This is an optimization exercise on Yosys and OpenROAD, whose aim is small area, a short achievable clock period and few clock cycles per item, not a production implementation. In this exercise RTL edits were held to simulation tests only and were not proved equivalent to the original.

## flow/flow/run.sh

```bash
#!/bin/bash
# Layout flow: the standard flow (standard.sh) with these changes:
#  - synthesis maps the logic with ABC through flow/abc.script (area-oriented
#    mapping that keeps the XOR structure, then fanout buffering) instead of
#    ORFS's default script, and without delay cells; everything else in
#    synthesis is the standard flow's own synth_recipe.tcl;
#  - ports are buffered with sky130_fd_sc_hd__buf_1;
#  - timing repair aims at a setup slack margin of PRE_MARGIN ns (below) up to
#    clock tree synthesis and of POST_MARGIN ns after it.
# Each step's output goes to a log file in this folder (synth.log,
# place_cts.log, route_finish.log); ORFS's per-step logs are under orfs/logs/.
set -euo pipefail
work=$(pwd)
PRE_MARGIN=1.5
POST_MARGIN=0
abc_script=$work/flow/abc.script
dont_use="sky130_fd_sc_hd__clkdlybuf4s15_1 sky130_fd_sc_hd__clkdlybuf4s15_2 sky130_fd_sc_hd__clkdlybuf4s18_1 sky130_fd_sc_hd__clkdlybuf4s18_2 sky130_fd_sc_hd__clkdlybuf4s25_1 sky130_fd_sc_hd__clkdlybuf4s25_2 sky130_fd_sc_hd__clkdlybuf4s50_1 sky130_fd_sc_hd__clkdlybuf4s50_2 sky130_fd_sc_hd__dlygate4sd1_1 sky130_fd_sc_hd__dlygate4sd2_1 sky130_fd_sc_hd__dlygate4sd3_1 sky130_fd_sc_hd__dlymetal6s2s_1 sky130_fd_sc_hd__dlymetal6s4s_1 sky130_fd_sc_hd__dlymetal6s6s_1"
{
  echo "# synth_recipe.tcl with ABC run through $abc_script and without delay cells"
  echo 'proc abc {args} {'
  echo '  set i [lsearch -exact $args -script]'
  echo "  if {\$i >= 0} { lset args [expr {\$i + 1}] {$abc_script} }"
  echo "  foreach c {$dont_use} { lappend args -dont_use \$c }"
  echo '  yosys abc {*}$args'
  echo '}'
  cat "$work/synth_recipe.tcl"
} > "$work/flow_synth.tcl"
ports="BUFFER_PORTS_ARGS=-buffer_cell sky130_fd_sc_hd__buf_1"
bash "$work/standard.sh" synth SYNTH_SCRIPT="$work/flow_synth.tcl" > "$work/synth.log" 2>&1
bash "$work/standard.sh" cts "$ports" SETUP_SLACK_MARGIN=$PRE_MARGIN > "$work/place_cts.log" 2>&1
bash "$work/standard.sh" finish "$ports" SETUP_SLACK_MARGIN=$POST_MARGIN > "$work/route_finish.log" 2>&1
```

## flow/flow/abc.script

```
strash
dch
map -a
topo
stime -c
buffer -c
```

## flow/standard.sh

```bash
#!/bin/bash
# synth_recipe.tcl (not shown) runs the flow's synth.tcl, then flattens the netlist and writes it again
# the make line also repeats each setting of config.mk as NAME=value (left out here)
make -C /OpenROAD-flow-scripts/flow DESIGN_CONFIG=/design/flow/config.mk WORK_HOME=/design/flow/orfs CLKGATE_MAP_FILE= SYNTH_SCRIPT=/design/flow/synth_recipe.tcl "${@:-finish}"
```

## flow/config.mk

```make
export PLATFORM = sky130hd
export DESIGN_NAME = aesCore
export DESIGN_NICKNAME = aesCore
export VERILOG_FILES = /design/flow/design.v
export SDC_FILE = /design/flow/constraint.sdc
export NUM_CORES = 8
export LEC_CHECK = 0
export CAP_MARGIN = 20
export CORE_MARGIN = 2
export CORE_UTILIZATION = 55
export PLACE_DENSITY = 0.65
export SLEW_MARGIN = 20
```

## flow/constraint.sdc

```tcl
create_clock -name core_clock -period 10.0 [get_ports {clk}]
set_input_delay 2.0000 -clock core_clock [delete_from_list [all_inputs] [get_ports {clk}]]
set_output_delay 2.0000 -clock core_clock [all_outputs]
set_load 0.01 [all_outputs]
```

## flow/design.v

```verilog
package aesPkg;
    typedef logic [7:0] byteT;
    typedef logic [31:0] wordT;
    typedef logic [128-1:0] blockT;
    typedef logic [3:0] roundIdxT;
    typedef enum logic [1:0] {
        sIdle,
        sExpand,
        sRound,
        sDone
    } aesStateT;
endpackage
`timescale 1ns/1ns
module sBoxRom
(
    input  logic [7:0] u,
    output logic [7:0] s
);
    logic U0, U1, U2, U3, U4, U5, U6, U7;
    logic T1, T2, T3, T4, T5, T6, T7, T8, T9, T10, T11, T12, T13, T14, T15, T16, T17, T18, T19, T20, T21, T22, T23, T24, T25, T26, T27, M1, M2, M3, M4, M5, M6, M7, M8, M9, M10, M11, M12, M13, M14, M15, M16, M17, M18, M19, M20, M21, M22, M23, M24, M25, M26, M27, M28, M29, M30, M31, M32, M33, M34, M35, M36, M37, M38, M39, M40, M41, M42, M43, M44, M45, M46, M47, M48, M49, M50, M51, M52, M53, M54, M55, M56, M57, M58, M59, M60, M61, M62, M63, L0, L1, L2, L3, L4, L5, L6, L7, L8, L9, L10, L11, L12, L13, L14, L15, L16, L17, L18, L19, L20, L21, L22, L23, L24, L25, L26, L27, L28, L29, S0, S1, S2, S3, S4, S5, S6, S7;
    assign U0 = u[7];
    assign U1 = u[6];
    assign U2 = u[5];
    assign U3 = u[4];
    assign U4 = u[3];
    assign U5 = u[2];
    assign U6 = u[1];
    assign U7 = u[0];
    assign T1 = U0 ^ U3;
    assign T2 = U0 ^ U5;
    assign T3 = U0 ^ U6;
    assign T4 = U3 ^ U5;
    assign T5 = U4 ^ U6;
    assign T6 = T1 ^ T5;
    assign T7 = U1 ^ U2;
    assign T8 = U7 ^ T6;
    assign T9 = U7 ^ T7;
    assign T10 = T6 ^ T7;
    assign T11 = U1 ^ U5;
    assign T12 = U2 ^ U5;
    assign T13 = T3 ^ T4;
    assign T14 = T6 ^ T11;
    assign T15 = T5 ^ T11;
    assign T16 = T5 ^ T12;
    assign T17 = T9 ^ T16;
    assign T18 = U3 ^ U7;
    assign T19 = T7 ^ T18;
    assign T20 = T1 ^ T19;
    assign T21 = U6 ^ U7;
    assign T22 = T7 ^ T21;
    assign T23 = T2 ^ T22;
    assign T24 = T2 ^ T10;
    assign T25 = T20 ^ T17;
    assign T26 = T3 ^ T16;
    assign T27 = T1 ^ T12;
    assign M1 = T13 & T6;
    assign M2 = T23 & T8;
    assign M3 = T14 ^ M1;
    assign M4 = T19 & U7;
    assign M5 = M4 ^ M1;
    assign M6 = T3 & T16;
    assign M7 = T22 & T9;
    assign M8 = T26 ^ M6;
    assign M9 = T20 & T17;
    assign M10 = M9 ^ M6;
    assign M11 = T1 & T15;
    assign M12 = T4 & T27;
    assign M13 = M12 ^ M11;
    assign M14 = T2 & T10;
    assign M15 = M14 ^ M11;
    assign M16 = M3 ^ M2;
    assign M17 = M5 ^ T24;
    assign M18 = M8 ^ M7;
    assign M19 = M10 ^ M15;
    assign M20 = M16 ^ M13;
    assign M21 = M17 ^ M15;
    assign M22 = M18 ^ M13;
    assign M23 = M19 ^ T25;
    assign M24 = M22 ^ M23;
    assign M25 = M22 & M20;
    assign M26 = M21 ^ M25;
    assign M27 = M20 ^ M21;
    assign M28 = M23 ^ M25;
    assign M29 = M28 & M27;
    assign M30 = M26 & M24;
    assign M31 = M20 & M23;
    assign M32 = M27 & M31;
    assign M33 = M27 ^ M25;
    assign M34 = M21 & M22;
    assign M35 = M24 & M34;
    assign M36 = M24 ^ M25;
    assign M37 = M21 ^ M29;
    assign M38 = M32 ^ M33;
    assign M39 = M23 ^ M30;
    assign M40 = M35 ^ M36;
    assign M41 = M38 ^ M40;
    assign M42 = M37 ^ M39;
    assign M43 = M37 ^ M38;
    assign M44 = M39 ^ M40;
    assign M45 = M42 ^ M41;
    assign M46 = M44 & T6;
    assign M47 = M40 & T8;
    assign M48 = M39 & U7;
    assign M49 = M43 & T16;
    assign M50 = M38 & T9;
    assign M51 = M37 & T17;
    assign M52 = M42 & T15;
    assign M53 = M45 & T27;
    assign M54 = M41 & T10;
    assign M55 = M44 & T13;
    assign M56 = M40 & T23;
    assign M57 = M39 & T19;
    assign M58 = M43 & T3;
    assign M59 = M38 & T22;
    assign M60 = M37 & T20;
    assign M61 = M42 & T1;
    assign M62 = M45 & T4;
    assign M63 = M41 & T2;
    assign L0 = M61 ^ M62;
    assign L1 = M50 ^ M56;
    assign L2 = M46 ^ M48;
    assign L3 = M47 ^ M55;
    assign L4 = M54 ^ M58;
    assign L5 = M49 ^ M61;
    assign L6 = M62 ^ L5;
    assign L7 = M46 ^ L3;
    assign L8 = M51 ^ M59;
    assign L9 = M52 ^ M53;
    assign L10 = M53 ^ L4;
    assign L11 = M60 ^ L2;
    assign L12 = M48 ^ M51;
    assign L13 = M50 ^ L0;
    assign L14 = M52 ^ M61;
    assign L15 = M55 ^ L1;
    assign L16 = M56 ^ L0;
    assign L17 = M57 ^ L1;
    assign L18 = M58 ^ L8;
    assign L19 = M63 ^ L4;
    assign L20 = L0 ^ L1;
    assign L21 = L1 ^ L7;
    assign L22 = L3 ^ L12;
    assign L23 = L18 ^ L2;
    assign L24 = L15 ^ L9;
    assign L25 = L6 ^ L10;
    assign L26 = L7 ^ L9;
    assign L27 = L8 ^ L10;
    assign L28 = L11 ^ L14;
    assign L29 = L11 ^ L17;
    assign S0 = L6 ^ L24;
    assign S1 = ~(L16 ^ L26);
    assign S2 = ~(L19 ^ L28);
    assign S3 = L6 ^ L21;
    assign S4 = L20 ^ L22;
    assign S5 = L25 ^ L29;
    assign S6 = ~(L13 ^ L27);
    assign S7 = ~(L6 ^ L23);
    assign s[7] = S0;
    assign s[6] = S1;
    assign s[5] = S2;
    assign s[4] = S3;
    assign s[3] = S4;
    assign s[2] = S5;
    assign s[1] = S6;
    assign s[0] = S7;
endmodule
module sBoxFwd
(
    input  logic [7:0] a,
    output logic [7:0] y
);
    logic [7:0] u;
    logic [7:0] s;
    assign u = a;
    logic U0, U1, U2, U3, U4, U5, U6, U7;
    logic T1, T2, T3, T4, T5, T6, T7, T8, T9, T10, T11, T12, T13, T14, T15, T16, T17, T18, T19, T20, T21, T22, T23, T24, T25, T26, T27, M1, M2, M3, M4, M5, M6, M7, M8, M9, M10, M11, M12, M13, M14, M15, M16, M17, M18, M19, M20, M21, M22, M23, M24, M25, M26, M27, M28, M29, M30, M31, M32, M33, M34, M35, M36, M37, M38, M39, M40, M41, M42, M43, M44, M45, M46, M47, M48, M49, M50, M51, M52, M53, M54, M55, M56, M57, M58, M59, M60, M61, M62, M63, L0, L1, L2, L3, L4, L5, L6, L7, L8, L9, L10, L11, L12, L13, L14, L15, L16, L17, L18, L19, L20, L21, L22, L23, L24, L25, L26, L27, L28, L29, S0, S1, S2, S3, S4, S5, S6, S7;
    assign U0 = u[7];
    assign U1 = u[6];
    assign U2 = u[5];
    assign U3 = u[4];
    assign U4 = u[3];
    assign U5 = u[2];
    assign U6 = u[1];
    assign U7 = u[0];
    assign T1 = U0 ^ U3;
    assign T2 = U0 ^ U5;
    assign T3 = U0 ^ U6;
    assign T4 = U3 ^ U5;
    assign T5 = U4 ^ U6;
    assign T6 = T1 ^ T5;
    assign T7 = U1 ^ U2;
    assign T8 = U7 ^ T6;
    assign T9 = U7 ^ T7;
    assign T10 = T6 ^ T7;
    assign T11 = U1 ^ U5;
    assign T12 = U2 ^ U5;
    assign T13 = T3 ^ T4;
    assign T14 = T6 ^ T11;
    assign T15 = T5 ^ T11;
    assign T16 = T5 ^ T12;
    assign T17 = T9 ^ T16;
    assign T18 = U3 ^ U7;
    assign T19 = T7 ^ T18;
    assign T20 = T1 ^ T19;
    assign T21 = U6 ^ U7;
    assign T22 = T7 ^ T21;
    assign T23 = T2 ^ T22;
    assign T24 = T2 ^ T10;
    assign T25 = T20 ^ T17;
    assign T26 = T3 ^ T16;
    assign T27 = T1 ^ T12;
    assign M1 = T13 & T6;
    assign M2 = T23 & T8;
    assign M3 = T14 ^ M1;
    assign M4 = T19 & U7;
    assign M5 = M4 ^ M1;
    assign M6 = T3 & T16;
    assign M7 = T22 & T9;
    assign M8 = T26 ^ M6;
    assign M9 = T20 & T17;
    assign M10 = M9 ^ M6;
    assign M11 = T1 & T15;
    assign M12 = T4 & T27;
    assign M13 = M12 ^ M11;
    assign M14 = T2 & T10;
    assign M15 = M14 ^ M11;
    assign M16 = M3 ^ M2;
    assign M17 = M5 ^ T24;
    assign M18 = M8 ^ M7;
    assign M19 = M10 ^ M15;
    assign M20 = M16 ^ M13;
    assign M21 = M17 ^ M15;
    assign M22 = M18 ^ M13;
    assign M23 = M19 ^ T25;
    assign M24 = M22 ^ M23;
    assign M25 = M22 & M20;
    assign M26 = M21 ^ M25;
    assign M27 = M20 ^ M21;
    assign M28 = M23 ^ M25;
    assign M29 = M28 & M27;
    assign M30 = M26 & M24;
    assign M31 = M20 & M23;
    assign M32 = M27 & M31;
    assign M33 = M27 ^ M25;
    assign M34 = M21 & M22;
    assign M35 = M24 & M34;
    assign M36 = M24 ^ M25;
    assign M37 = M21 ^ M29;
    assign M38 = M32 ^ M33;
    assign M39 = M23 ^ M30;
    assign M40 = M35 ^ M36;
    assign M41 = M38 ^ M40;
    assign M42 = M37 ^ M39;
    assign M43 = M37 ^ M38;
    assign M44 = M39 ^ M40;
    assign M45 = M42 ^ M41;
    assign M46 = M44 & T6;
    assign M47 = M40 & T8;
    assign M48 = M39 & U7;
    assign M49 = M43 & T16;
    assign M50 = M38 & T9;
    assign M51 = M37 & T17;
    assign M52 = M42 & T15;
    assign M53 = M45 & T27;
    assign M54 = M41 & T10;
    assign M55 = M44 & T13;
    assign M56 = M40 & T23;
    assign M57 = M39 & T19;
    assign M58 = M43 & T3;
    assign M59 = M38 & T22;
    assign M60 = M37 & T20;
    assign M61 = M42 & T1;
    assign M62 = M45 & T4;
    assign M63 = M41 & T2;
    assign L0 = M61 ^ M62;
    assign L1 = M50 ^ M56;
    assign L2 = M46 ^ M48;
    assign L3 = M47 ^ M55;
    assign L4 = M54 ^ M58;
    assign L5 = M49 ^ M61;
    assign L6 = M62 ^ L5;
    assign L7 = M46 ^ L3;
    assign L8 = M51 ^ M59;
    assign L9 = M52 ^ M53;
    assign L10 = M53 ^ L4;
    assign L11 = M60 ^ L2;
    assign L12 = M48 ^ M51;
    assign L13 = M50 ^ L0;
    assign L14 = M52 ^ M61;
    assign L15 = M55 ^ L1;
    assign L16 = M56 ^ L0;
    assign L17 = M57 ^ L1;
    assign L18 = M58 ^ L8;
    assign L19 = M63 ^ L4;
    assign L20 = L0 ^ L1;
    assign L21 = L1 ^ L7;
    assign L22 = L3 ^ L12;
    assign L23 = L18 ^ L2;
    assign L24 = L15 ^ L9;
    assign L25 = L6 ^ L10;
    assign L26 = L7 ^ L9;
    assign L27 = L8 ^ L10;
    assign L28 = L11 ^ L14;
    assign L29 = L11 ^ L17;
    assign S0 = L6 ^ L24;
    assign S1 = ~(L16 ^ L26);
    assign S2 = ~(L19 ^ L28);
    assign S3 = L6 ^ L21;
    assign S4 = L20 ^ L22;
    assign S5 = L25 ^ L29;
    assign S6 = ~(L13 ^ L27);
    assign S7 = ~(L6 ^ L23);
    assign s[7] = S0;
    assign s[6] = S1;
    assign s[5] = S2;
    assign s[4] = S3;
    assign s[3] = S4;
    assign s[2] = S5;
    assign s[1] = S6;
    assign s[0] = S7;
    assign y = s;
endmodule
module invMixCol
(
    input  logic [7:0] c0,
    input  logic [7:0] c1,
    input  logic [7:0] c2,
    input  logic [7:0] c3,
    output logic [7:0] r0,
    output logic [7:0] r1,
    output logic [7:0] r2,
    output logic [7:0] r3
);
    logic g0, g1, g2, g3, g4, g5, g6, g7, g8, g9, g10, g11, g12, g13, g14, g15;
    logic g16, g17, g18, g19, g20, g21, g22, g23, g24, g25, g26, g27, g28, g29, g30, g31;
    logic g32, g33, g34, g35, g36, g37, g38, g39, g40, g41, g42, g43, g44, g45, g46, g47;
    logic g48, g49, g50, g51, g52, g53, g54, g55, g56, g57, g58, g59, g60, g61, g62, g63;
    logic g64, g65, h0, h1, h2, h3, h4, h5, h6, h7, h8, h9, h10, h11, h12, h13;
    logic h14, h15, h16, h17, h18, h19, h20, h21, h22, h23, h24, h25, h26, h27, h28, h29;
    logic h30, h31, h32, h33, h34, h35, h36, h37, h38, h39, h40, h41, h42, h43, h44, h45;
    logic h46, h47, h48, h49, h50, h51, h52, h53, h54, h55, h56, h57, h58, h59, h60, h61;
    logic h62, h63, h64, h65, h66, h67, h68, h69, h70, h71, h72, h73, h74, h75, h76, h77;
    logic h78, h79, h80, h81, h82, h83, h84, h85, h86, h87, h88, h89, h90, h91, h92, h93;
    logic h94, h95, h96, h97, h98, h99, h100, h101, h102, h103, h104, h105, h106, h107, h108, h109;
    logic h110, h111, h112, h113, h114;
    assign g0 = c0[2] ^ c0[5];
    assign g1 = c1[2] ^ c1[5];
    assign g2 = c2[2] ^ c2[5];
    assign g3 = c3[2] ^ c3[5];
    assign g4 = c0[3] ^ c0[6];
    assign g5 = c1[7] ^ c3[7];
    assign g6 = c1[3] ^ c1[6];
    assign g7 = c2[3] ^ c2[6];
    assign g8 = c0[7] ^ c2[7];
    assign g9 = c3[3] ^ c3[6];
    assign g10 = c2[0] ^ c2[4];
    assign g11 = c0[0] ^ c0[4];
    assign g12 = c1[0] ^ c1[4];
    assign g13 = c3[0] ^ c3[4];
    assign g14 = c0[1] ^ g0;
    assign g15 = c1[1] ^ g1;
    assign g16 = c3[1] ^ g3;
    assign g17 = c2[1] ^ g2;
    assign g18 = g4 ^ g5;
    assign g19 = g6 ^ g8;
    assign g20 = g11 ^ g7;
    assign g21 = g12 ^ g9;
    assign g22 = c3[4] ^ g14;
    assign g23 = c0[4] ^ g15;
    assign g24 = c1[4] ^ g17;
    assign g25 = c2[4] ^ g16;
    assign g26 = c1[1] ^ c1[6];
    assign g27 = c2[1] ^ c2[6];
    assign g28 = c3[1] ^ c3[6];
    assign g29 = c0[1] ^ c0[6];
    assign g30 = c0[0] ^ g10;
    assign g31 = g11 ^ g6;
    assign g32 = c0[5] ^ g13;
    assign g33 = g12 ^ g7;
    assign g34 = g10 ^ g7;
    assign g35 = g13 ^ g4;
    assign g36 = c3[0] ^ g14;
    assign g37 = c2[0] ^ g16;
    assign g38 = g20 ^ g5;
    assign g39 = g21 ^ g8;
    assign g40 = c1[0] ^ g17;
    assign g41 = c1[5] ^ c3[5];
    assign g42 = c1[6] ^ c3[6];
    assign g43 = c0[6] ^ c2[6];
    assign g44 = c0[3] ^ g1;
    assign g45 = c2[7] ^ g2;
    assign g46 = c0[1] ^ g9;
    assign g47 = c1[3] ^ g28;
    assign g48 = c3[7] ^ g3;
    assign g49 = c2[3] ^ g29;
    assign g50 = c0[7] ^ g0;
    assign g51 = g1 ^ g9;
    assign g52 = c3[3] ^ g26;
    assign g53 = c2[7] ^ g30;
    assign g54 = g27 ^ g44;
    assign g55 = c1[1] ^ g20;
    assign g56 = g19 ^ g32;
    assign g57 = g15 ^ g48;
    assign g58 = c2[1] ^ g21;
    assign g59 = g15 ^ g6;
    assign g60 = c2[5] ^ g18;
    assign g61 = c3[5] ^ g19;
    assign g62 = g36 ^ g4;
    assign g63 = g31 ^ g37;
    assign g64 = g13 ^ g24;
    assign g65 = g35 ^ g40;
    assign h0 = c2[3] ^ g26;
    assign h1 = g41 ^ g18;
    assign h2 = h0 ^ g22;
    assign h3 = g53 ^ h1;
    assign r0[0] = h2 ^ h3;
    assign h4 = c2[4] ^ g11;
    assign h5 = g42 ^ g14;
    assign h6 = h4 ^ g54;
    assign r0[1] = h5 ^ h6;
    assign h7 = c1[0] ^ g14;
    assign h8 = g18 ^ g31;
    assign h9 = g45 ^ h7;
    assign r0[2] = h8 ^ h9;
    assign h10 = c0[7] ^ c1[7];
    assign h11 = g12 ^ h10;
    assign h12 = h11 ^ g55;
    assign r0[3] = g62 ^ h12;
    assign h13 = c3[1] ^ g10;
    assign h14 = g8 ^ h13;
    assign h15 = g23 ^ h14;
    assign r0[4] = g62 ^ h15;
    assign h16 = c0[2] ^ c1[7];
    assign h17 = h16 ^ g54;
    assign r0[5] = g63 ^ h17;
    assign h18 = c1[5] ^ c2[6];
    assign h19 = g11 ^ g3;
    assign h20 = g4 ^ h18;
    assign h21 = g19 ^ g46;
    assign h22 = h19 ^ h20;
    assign h23 = g24 ^ h21;
    assign r0[6] = h22 ^ h23;
    assign h24 = c1[5] ^ c1[6];
    assign h25 = c2[2] ^ h24;
    assign h26 = h25 ^ g22;
    assign h27 = g38 ^ g39;
    assign r0[7] = h26 ^ h27;
    assign h28 = c1[0] ^ c2[5];
    assign h29 = c3[3] ^ c3[7];
    assign h30 = g27 ^ h28;
    assign h31 = h29 ^ h30;
    assign h32 = g23 ^ g56;
    assign r1[0] = h31 ^ h32;
    assign h33 = c3[4] ^ g12;
    assign h34 = g2 ^ g43;
    assign h35 = g15 ^ g47;
    assign h36 = h33 ^ h34;
    assign r1[1] = h35 ^ h36;
    assign h37 = c2[0] ^ g19;
    assign h38 = g33 ^ g57;
    assign r1[2] = h37 ^ h38;
    assign h39 = c1[7] ^ g53;
    assign h40 = g58 ^ g59;
    assign r1[3] = h39 ^ h40;
    assign h41 = c0[0] ^ c0[1];
    assign h42 = g5 ^ h41;
    assign h43 = h42 ^ g59;
    assign r1[4] = g64 ^ h43;
    assign h44 = c1[2] ^ g33;
    assign h45 = g45 ^ g47;
    assign h46 = g36 ^ h44;
    assign r1[5] = h45 ^ h46;
    assign h47 = c1[1] ^ c3[6];
    assign h48 = g0 ^ g6;
    assign h49 = h47 ^ g33;
    assign h50 = h48 ^ g25;
    assign h51 = g60 ^ h49;
    assign r1[6] = h50 ^ h51;
    assign h52 = c2[6] ^ c3[2];
    assign h53 = g10 ^ h52;
    assign h54 = h53 ^ g23;
    assign h55 = g39 ^ g60;
    assign r1[7] = h54 ^ h55;
    assign h56 = c0[3] ^ c0[7];
    assign h57 = c2[0] ^ g28;
    assign h58 = g41 ^ h56;
    assign h59 = h57 ^ h58;
    assign h60 = g24 ^ g38;
    assign r2[0] = h59 ^ h60;
    assign h61 = c0[4] ^ g10;
    assign h62 = g3 ^ g42;
    assign h63 = g17 ^ g49;
    assign h64 = h61 ^ h62;
    assign r2[1] = h63 ^ h64;
    assign h65 = c3[0] ^ g5;
    assign h66 = g9 ^ g17;
    assign h67 = g34 ^ g50;
    assign h68 = h65 ^ h66;
    assign r2[2] = h67 ^ h68;
    assign h69 = c2[7] ^ c3[1];
    assign h70 = c3[7] ^ h69;
    assign h71 = g34 ^ h70;
    assign r2[3] = h71 ^ g65;
    assign h72 = g8 ^ g25;
    assign h73 = g40 ^ g55;
    assign r2[4] = h72 ^ h73;
    assign h74 = c2[2] ^ g9;
    assign h75 = g30 ^ g49;
    assign h76 = h74 ^ g57;
    assign r2[5] = h75 ^ h76;
    assign h77 = c0[6] ^ c2[1];
    assign h78 = h77 ^ g34;
    assign h79 = g51 ^ g22;
    assign h80 = g61 ^ h78;
    assign r2[6] = h79 ^ h80;
    assign h81 = c0[2] ^ c3[6];
    assign h82 = g10 ^ h81;
    assign h83 = g18 ^ h82;
    assign h84 = g61 ^ h83;
    assign r2[7] = g64 ^ h84;
    assign h85 = c0[5] ^ c1[3];
    assign h86 = c1[7] ^ c2[5];
    assign h87 = c3[0] ^ g29;
    assign h88 = h85 ^ h86;
    assign h89 = h87 ^ h88;
    assign h90 = g25 ^ g39;
    assign r3[0] = h89 ^ h90;
    assign h91 = c1[4] ^ g0;
    assign h92 = g13 ^ g43;
    assign h93 = g16 ^ g52;
    assign h94 = h91 ^ h92;
    assign r3[1] = h93 ^ h94;
    assign h95 = c0[0] ^ c1[7];
    assign h96 = g8 ^ h95;
    assign h97 = g16 ^ g35;
    assign h98 = g51 ^ h96;
    assign r3[2] = h97 ^ h98;
    assign h99 = c0[7] ^ c3[7];
    assign h100 = g13 ^ h99;
    assign h101 = g46 ^ h100;
    assign r3[3] = h101 ^ g63;
    assign h102 = g5 ^ g22;
    assign h103 = g37 ^ g58;
    assign r3[4] = h102 ^ h103;
    assign h104 = c3[2] ^ g50;
    assign h105 = g52 ^ h104;
    assign r3[5] = g65 ^ h105;
    assign h106 = c1[6] ^ c3[1];
    assign h107 = g2 ^ g7;
    assign h108 = g9 ^ h106;
    assign h109 = g18 ^ g32;
    assign h110 = h107 ^ h108;
    assign h111 = g23 ^ h109;
    assign r3[6] = h110 ^ h111;
    assign h112 = c0[6] ^ c1[2];
    assign h113 = h112 ^ g25;
    assign h114 = g38 ^ g56;
    assign r3[7] = h113 ^ h114;
endmodule
`timescale 1ns/1ns
module keyExpander
(
    input  logic          useLoad,
    input  logic          backward,
    input  aesPkg::byteT  rcon,
    input  aesPkg::blockT keyLoad,
    input  aesPkg::blockT keyIn,
    output aesPkg::blockT keyOut
);
    aesPkg::wordT w0, w1, w2, w3;
    aesPkg::wordT regSub;
    aesPkg::wordT subIn;
    aesPkg::wordT rot;
    aesPkg::wordT subOut;
    aesPkg::wordT t;
    aesPkg::wordT tFwd;
    aesPkg::wordT a2, a3;
    assign {w0, w1, w2, w3} = useLoad ? keyLoad : keyIn;
    assign regSub = backward ? (keyIn[31:0] ^ keyIn[63:32]) : keyIn[31:0];
    assign subIn  = useLoad ? keyLoad[31:0] : regSub;
    assign rot    = {subIn[23:0], subIn[31:24]};
    for (genvar b = 0; b < 4; b++) begin : gSubWord
        sBoxFwd box (
            .a (rot[8*b +: 8]),
            .y (subOut[8*b +: 8])
        );
    end
    assign t    = subOut ^ {rcon, 24'h000000};
    assign tFwd = backward ? 32'h0 : t;
    assign a2 = backward ? (w2 ^ w1) : ((w0 ^ w1) ^ w2);
    assign a3 = backward ? (w3 ^ w2) : ((w0 ^ w1) ^ (w2 ^ w3));
    assign keyOut = {w0 ^ t, (w0 ^ w1) ^ tFwd, a2 ^ tFwd, a3 ^ tFwd};
endmodule
`timescale 1ns/1ns
module cipherRound
(
    input  logic          decrypt,
    input  aesPkg::blockT stateIn,
    input  aesPkg::blockT roundKey,
    input  aesPkg::blockT dataIn,
    input  aesPkg::blockT key,
    input  logic          loadDecrypt,
    output aesPkg::blockT encNext,
    output aesPkg::blockT decNext,
    output aesPkg::blockT lastOut,
    output aesPkg::blockT encLoad,
    output aesPkg::blockT decStart
);
    localparam int BlockBits = 128;
    aesPkg::blockT encSub;
    aesPkg::blockT decKeyed;
    aesPkg::blockT mixOut;
    aesPkg::blockT decMix;
    function automatic aesPkg::byteT xtime(input aesPkg::byteT a);
        xtime = {a[6:0], 1'b0} ^ (a[7] ? 8'h1b : 8'h00);
    endfunction
    function automatic aesPkg::byteT getByte(input aesPkg::blockT s, input int idx);
        getByte = s[BlockBits-1-8*idx -: 8];
    endfunction
    function automatic aesPkg::blockT shiftRows(input aesPkg::blockT s, input logic inv);
        aesPkg::blockT r;
        int src;
        r = '0;
        for (int c = 0; c < 4; c++) begin
            for (int row = 0; row < 4; row++) begin
                src = inv ? (c - row + 4) % 4 : (c + row) % 4;
                r[BlockBits-1-8*(4*c+row) -: 8] = s[BlockBits-1-8*(4*src+row) -: 8];
            end
        end
        shiftRows = r;
    endfunction
    function automatic aesPkg::blockT invAffineIn(input aesPkg::blockT s);
        aesPkg::blockT r;
        aesPkg::byteT a;
        for (int i = 0; i < 16; i++) begin
            a = s[8*i +: 8];
            r[8*i +: 8] = ({a[6:0], a[7]} ^ {a[4:0], a[7:5]}) ^ ({a[1:0], a[7:2]} ^ 8'h05);
        end
        invAffineIn = r;
    endfunction
    function automatic aesPkg::blockT invAffineKey(input aesPkg::blockT s, input aesPkg::blockT k);
        aesPkg::blockT r;
        aesPkg::byteT a;
        for (int i = 0; i < 16; i++) begin
            a = s[8*i +: 8];
            r[8*i +: 8] = ({a[6:0], a[7]} ^ {a[4:0], a[7:5]}) ^ ({a[1:0], a[7:2]} ^ (k[8*i +: 8] ^ 8'h05));
        end
        invAffineKey = r;
    endfunction
    function automatic aesPkg::blockT mixCols(input aesPkg::blockT s);
        aesPkg::blockT r;
        aesPkg::byteT a0, a1, a2, a3, p01, p12, p23, p30;
        r = '0;
        for (int c = 0; c < 4; c++) begin
            a0 = getByte(s, 4*c);
            a1 = getByte(s, 4*c+1);
            a2 = getByte(s, 4*c+2);
            a3 = getByte(s, 4*c+3);
            p01 = a0 ^ a1;
            p12 = a1 ^ a2;
            p23 = a2 ^ a3;
            p30 = a3 ^ a0;
            r[BlockBits-1-8*(4*c)   -: 8] = xtime(p01) ^ (a1 ^ p23);
            r[BlockBits-1-8*(4*c+1) -: 8] = xtime(p12) ^ (a2 ^ p30);
            r[BlockBits-1-8*(4*c+2) -: 8] = xtime(p23) ^ (a3 ^ p01);
            r[BlockBits-1-8*(4*c+3) -: 8] = xtime(p30) ^ (a0 ^ p12);
        end
        mixCols = r;
    endfunction
    for (genvar i = 0; i < 16; i++) begin : gSub
        sBoxRom box (
            .u (stateIn[8*i +: 8]),
            .s (encSub[8*i +: 8])
        );
    end
    assign decKeyed = invAffineKey(encSub, roundKey);
    assign mixOut   = mixCols(encSub);
    assign encNext  = shiftRows(mixOut ^ roundKey, 1'b0);
    for (genvar c = 0; c < 4; c++) begin : gInvMix
        invMixCol mix (
            .c0 (decKeyed[BlockBits-1-8*(4*c)   -: 8]),
            .c1 (decKeyed[BlockBits-1-8*(4*c+1) -: 8]),
            .c2 (decKeyed[BlockBits-1-8*(4*c+2) -: 8]),
            .c3 (decKeyed[BlockBits-1-8*(4*c+3) -: 8]),
            .r0 (decMix[BlockBits-1-8*(4*c)   -: 8]),
            .r1 (decMix[BlockBits-1-8*(4*c+1) -: 8]),
            .r2 (decMix[BlockBits-1-8*(4*c+2) -: 8]),
            .r3 (decMix[BlockBits-1-8*(4*c+3) -: 8])
        );
    end
    assign decNext  = shiftRows(decMix, 1'b1) ^ {16{8'h05}};
    assign lastOut  = decrypt ? decKeyed : (encSub ^ roundKey);
    assign encLoad  = shiftRows(dataIn ^ (key & {128{!loadDecrypt}}), 1'b0);
    assign decStart = invAffineIn(shiftRows(shiftRows(stateIn, 1'b1) ^ roundKey, 1'b1));
endmodule
`timescale 1ns/1ns
module aesController
(
    input  logic          clk,
    input  logic          rst,
    input  logic          start,
    input  logic          decrypt,
    input  aesPkg::blockT encNext,
    input  aesPkg::blockT decNext,
    input  aesPkg::blockT lastOut,
    input  aesPkg::blockT encLoad,
    input  aesPkg::blockT decStart,
    input  aesPkg::blockT keyNext,
    output aesPkg::blockT stateOut,
    output aesPkg::blockT keyOut,
    output aesPkg::byteT  rcon,
    output logic          keyLoad,
    output logic          keyBackward,
    output logic          decryptMode,
    output logic          ready,
    output logic          done
);
    localparam aesPkg::roundIdxT LastRound = 10;
    localparam aesPkg::roundIdxT LastEncCnt = 10 + 1;
    logic             busy;
    logic             expand;
    aesPkg::roundIdxT cnt;
    aesPkg::blockT    stateReg;
    aesPkg::blockT    keyReg;
    logic             accept;
    logic             expandLast;
    logic             lastRound;
    logic             decFirst;
    aesPkg::roundIdxT rconIdx;
    assign ready  = !busy;
    assign accept = start && !busy;
    assign stateOut    = stateReg;
    assign keyOut      = keyReg;
    assign keyLoad     = !busy;
    assign expandLast  = cnt == LastRound;
    assign lastRound   = decryptMode ? (cnt == '0 && !decFirst) : (cnt == LastEncCnt);
    assign rconIdx = busy ? cnt : 4'd1;
    always_comb begin
        case (rconIdx)
            4'd1:    rcon = 8'h01;
            4'd2:    rcon = 8'h02;
            4'd3:    rcon = 8'h04;
            4'd4:    rcon = 8'h08;
            4'd5:    rcon = 8'h10;
            4'd6:    rcon = 8'h20;
            4'd7:    rcon = 8'h40;
            4'd8:    rcon = 8'h80;
            4'd9:    rcon = 8'h1b;
            4'd10:   rcon = 8'h36;
            default: rcon = 8'h00;
        endcase
    end
    always_ff @(posedge clk or posedge rst) begin
        if (rst) begin
            busy        <= 1'b0;
            done        <= 1'b0;
            expand      <= 1'b0;
            decryptMode <= 1'b0;
            keyBackward <= 1'b0;
            decFirst    <= 1'b0;
            cnt         <= '0;
        end else begin
            done <= 1'b0;
            if (accept) begin
                busy        <= 1'b1;
                expand      <= decrypt;
                decryptMode <= decrypt;
                keyBackward <= 1'b0;
                cnt         <= aesPkg::roundIdxT'(2);
            end else if (busy) begin
                if (expand) begin
                    if (expandLast) begin
                        expand      <= 1'b0;
                        keyBackward <= 1'b1;
                        decFirst    <= 1'b1;
                    end else begin
                        cnt <= cnt + aesPkg::roundIdxT'(1);
                    end
                end else begin
                    if (lastRound) begin
                        busy        <= 1'b0;
                        done        <= 1'b1;
                        keyBackward <= 1'b0;
                    end
                    decFirst <= 1'b0;
                    cnt <= decryptMode ? cnt - aesPkg::roundIdxT'(1) : cnt + aesPkg::roundIdxT'(1);
                end
            end
        end
    end
    always_ff @(posedge clk) begin
        if (busy && !expand && decryptMode && !decFirst && !lastRound) begin
            stateReg <= decNext;
        end else if (busy && !expand && !decryptMode && !lastRound) begin
            stateReg <= encNext;
        end else if (!busy) begin
            stateReg <= encLoad;
        end else if (decFirst) begin
            stateReg <= decStart;
        end else if (!expand) begin
            stateReg <= lastOut;
        end
    end
    always_ff @(posedge clk) begin
        keyReg <= keyNext;
    end
endmodule
`timescale 1ns/1ns
module aesCore
(
    input  logic  clk,
    input  logic  rst,
    input  logic  start,
    input  logic  decrypt,
    input  aesPkg::blockT key,
    input  aesPkg::blockT dataIn,
    output logic  ready,
    output logic  done,
    output aesPkg::blockT dataOut
);
    aesPkg::blockT encNext;
    aesPkg::blockT decNext;
    aesPkg::blockT lastOut;
    aesPkg::blockT encLoad;
    aesPkg::blockT decStart;
    aesPkg::blockT keyReg;
    aesPkg::blockT keyNext;
    aesPkg::byteT  rcon;
    logic          keyLoad;
    logic          keyBackward;
    logic          decryptMode;
    aesController controller (
        .clk         (clk),
        .rst         (rst),
        .start       (start),
        .decrypt     (decrypt),
        .encNext     (encNext),
        .decNext     (decNext),
        .lastOut     (lastOut),
        .encLoad     (encLoad),
        .decStart    (decStart),
        .keyNext     (keyNext),
        .stateOut    (dataOut),
        .keyOut      (keyReg),
        .rcon        (rcon),
        .keyLoad     (keyLoad),
        .keyBackward (keyBackward),
        .decryptMode (decryptMode),
        .ready       (ready),
        .done        (done)
    );
    keyExpander expander (
        .useLoad  (keyLoad),
        .backward (keyBackward),
        .rcon     (rcon),
        .keyLoad  (key),
        .keyIn    (keyReg),
        .keyOut   (keyNext)
    );
    cipherRound round (
        .decrypt  (decryptMode),
        .stateIn  (dataOut),
        .roundKey (keyReg),
        .dataIn   (dataIn),
        .key      (key),
        .loadDecrypt (decrypt),
        .encNext  (encNext),
        .decNext  (decNext),
        .lastOut  (lastOut),
        .encLoad  (encLoad),
        .decStart (decStart)
    );
endmodule
```

==> notes.md <==
through the flow:
step,cell area [sq um],instances
final,66830,11210
after CTS,66660,11180
after floorplan,64190,9353
after detailed placement,65310,11110
after global routing,66790,11200
after global placement,65310,11110
registers in the layout (all words and copies together) (netlist names):
name and count:
controller.busy 1, controller.decFirst 1, controller.keyReg 128, controller.cnt 4
controller.stateReg 128, controller.keyBackward 1, controller.decryptMode 1, controller.done 1
controller.expand 1
synth_stat cells (all sizes together), types with 11 or more instances:
| cell | instances |
|---|---|
| clkbuf | 240 |
| o211ai | 24 |
| a221oi | 61 |
| a21oi | 409 |
| inv | 930 |
| nand3 | 195 |
| xor2 | 2196 |
| nor3 | 52 |
| ha | 48 |
| o221ai | 11 |
| buf | 25 |
| a22oi | 12 |
| dfxtp | 128 |
| edfxtp | 128 |
| nand2 | 1978 |
| xnor2 | 1131 |
| nand4 | 13 |
| a21boi | 14 |
| o21a | 33 |
| a211oi | 23 |
| o22ai | 39 |
| o31ai | 13 |
| o21ai | 713 |
| a31oi | 48 |
| nor2 | 508 |
| or2 | 299 |
worst register-to-register path, delay by kind of cell, from the launching register on:
family / cells / cell delay [ps]
xor+xnor: 15 / 4500
simple gates: 9 / 1700
compound gates: 3 / 1090
flops: 1 / 570
buf+inv: 3 / 520
fa+ha+maj: 1 / 280
repair_timing:
action / 4_1_cts / 5_1_grt
setup buffers: 0 / 0
resized for setup: 7 / 0
endpoints found under the setup margin: 16 / 0
cell families after synthesis:
logic type | count (synthesis)
xor gates and xnor gates | 3327
and+or+nand+nor | 3059
AOI/OAI and AO/OA | 1440
buffers and inverters | 1208
DFF | 266
adders and majority gates | 48
muxes | 5
area by class of cell:
| cell class | count | share of cell area |
|---|---|---|
| clock inverter | 23 | 0.002996 |
| tap | 1524 | 0.02853 |
| clock buffer | 49 | 0.01642 |
| antenna | 20 | 0.0007489 |
| inverter | 936 | 0.05285 |
| timing repair buffer | 514 | 0.03602 |
| sequential | 266 | 0.09973 |
| multi-input combinational | 7879 | 0.7627 |
worst paths after layout:
check / cells past startpoint / end / startpoint
min in group asynchronous: 2 / controller.done$_DFF_PP0_ / rst
max in group asynchronous: 2 / controller.decFirst$_DFFE_PP0P_ / rst
worst min register to register: 2 / controller.cnt[0]$_DFFE_PP0P_ / controller.cnt[0]$_DFFE_PP0P_
worst max register to register: 31 / controller.stateReg[26]$_DFFE_PP_ / controller.stateReg[29]$_DFFE_PP_
worst max-delay path: 31 / controller.stateReg[26]$_DFFE_PP_ / controller.stateReg[29]$_DFFE_PP_
worst min-delay path: 2 / controller.cnt[0]$_DFFE_PP0P_ / controller.cnt[0]$_DFFE_PP0P_
layer usage:
layer | up-vias | share of wire | track usage | wire (um)
met4 | 14 | 0.10 | 0.4358 | 36110
li1 | 29900 | - | - | -
met3 | 1589 | 0.17 | 0.2735 | 59310
met1 | 32080 | 0.35 | 0.6585 | 123700
met2 | 5943 | 0.37 | 0.7608 | 130300
met5 | - | 0.00083 | 0.008804 | 289
cells in the final DEF, fill, tap and decap left out, drive strengths merged, types with 23 or more instances in the layout:
cell type / count
clkbuf: 52
nand3: 195
nand2: 1978
a21oi: 409
xor2: 2196
ha: 48
xnor2: 1131
dfxtp: 128
o21a: 33
a211oi: 23
o21ai: 713
buf: 511
o22ai: 39
a31oi: 48
o211ai: 24
nor3: 52
nor2: 508
a221oi: 61
inv: 939
edfxtp: 128
or2: 299
==> results by group <==
Worst setup path
  • Crit-path max FO: 7
  • Arr. time, crit path: 9290 ps
  • Reg2reg setup slack: ~1100 ps
  • Crit Path Class: flop to flop
  • Most used cell, CP: xor2_1
  • CP max stage delay: between 700 and 800 ps
  • Crit end category: flop
  • Startpoint types: flop
  • Critical Path RT: between 10,000 and 15,000 ps
  • Slowest-stage cell, CP: xnor2_1
  • Family with the most delay on the worst path: XOR/XNOR gates
  • Worst path buffer plus inverter count: 3

Placement
  • GP Congestion: 1.193
  • Place WS: roughly 1300 ps
  • I/O Buffers: just under 400
  • HPWL Detailed: ~290 mm

Layout
  • Final #Nets: 9,944
  • P&R area growth vs syn: 4.109%
  • Multi-input logic area: 50,970 sq um
  • Register Area: 6665 sq um
  • Final Util: 0.5759
  • Layout cells sized above 1: 0.07024
  • Fillers: 11,200

Clock tree
  • Worst-skew pair later-pin latency: around 650 ps
  • CTS Root Cell: clkbuf_16
  • CTS buffer count: 39
  • Max clock buf depth: 3
  • CTS Hold Bufs: 0
  • H-tree levels: 2
  • Clk sinks: ~270
  • CTS tree: done
  • Clock-pin slew on the worst setup and hold paths: 60 ps

Detailed routing
  • Vias: approximately 70,000
  • ANT nets after route: 0
  • DRT iter0 DRCs: 12,010
  • Via density: approximately 6.2
  • Drt pass-1 iters: 13
  • DRC Markers: 0
  • Routed wire length: roughly 350 mm
  • Routed wire per std cell: 31.20 um

Status
  • Status: timing/DRC/antenna clean

STA
  • Period utilisation layout: 0.8943
  • RSZ-0062 raised after global routing: no
  • Hold Vio Cnt, Final: 0
  • Fin crit period: 8943 ps
  • Final Slew Violations: 0
  • Worst setup margin: between 1000 and 1500 ps
  • Setup tns final: 0 ps
  • Hold slack: 616.4 ps
  • Max Clock Skew: 27.48 ps
  • Fmax: around 0.11 GHz
  • # setup viols final: 0
  • Max-Slew Margin vs Limit: 0.07834
  • Slew @ Worst Pin: ~1400 ps

Yosys
  • Syn Area/Cell: ~6.9 sq um
  • Sequential share of the synthesized area: 0.1037
  • Cell Area, Synth: 64,190 sq um
  • EDFF count, synth: 128
  • Synthesis Warnings: 2
  • Synth top area cells: xor2_1 (30%), xnor2_1 (15%), nand2_1 (11%)
  • FF+latch count, synth: about 270
  • Post-synthesis mux area share: 0.0007797
  • Post-Syn Instances: 9,353
  • Post-synthesis simple-gate area fraction: 0.2019
  • Synth Flop Type: edfxtp_1
  • Post-synth net total: a little under 10,000
  • Synth top area share: 0.2996
  • Synth Area in Compound Gates: 0.1253
  • Xor and xnor area share after synthesis: 0.4539
  • Leading area contributor after synthesis: xor2_1
  • Largest family of logic cells by synthesized area: XOR/XNOR gates
  • Yosys cell types: 57
  • FFs w/ async S/R, synth: 0.03759
  • Adder-cell share of the synthesized area: 0.009356

GRT
  • First-pass GRT wire length: between 400 and 500 mm
  • Overflow after GRT: 0
  • Initial antenna violation count: 29
  • Largest net degree at the start of global routing: ~130
  • Vias in the first global route: 63,500
  • Total GRT Usage: 0.5574

Hold path
  • Hold WC Path Type: flop to flop

Die
  • Die area: around 120,000 sq um
  • Initial Util: 0.5531
  • Die X: between 300 and 400 um
  • Core ar.: 116,000 sq um
  • Rows: roughly 130
  • Die Y: ~350 um
  • Io pins: 390

Run
  • Max_cap viols: 0
Testbench counts, summed over its fixed seeds: cycles 12,108, items 768.

==> what the ideal ports hide <==
How much do the figures lean on ideal ports? The routed layout below was timed once more, with nothing changed but the port constraints.
Step 1 (the two cells are an assumption about what drives the block):
set clk [get_ports {clk}]
set_driving_cell -lib_cell sky130_fd_sc_hd__clkbuf_16 $clk
set_driving_cell -lib_cell sky130_fd_sc_hd__buf_2 [delete_from_list [all_inputs] $clk]
Step 2, shift: input delay + t, output delay - t, t = (earliest + latest rising clock arrival at the registers) / 2. This alone moves slack from input paths to output paths.
a / b / c = no drivers / after step 1 / after step 2; a / b = the first two.
t, ns: 0.722
setup WS [ns]: 1.057 / 1.057 / 1.057
worst setup path after step 2: register to register
latest minus earliest clock arrival (ns): 0.027 / 0.027
slew at the worst register clock pin (ns): 0.08 / 0.08
After both steps setup and hold are still met in this run. The setup slack of this run moves by 0.000 ns with the drivers and by 0.000 ns with both steps.
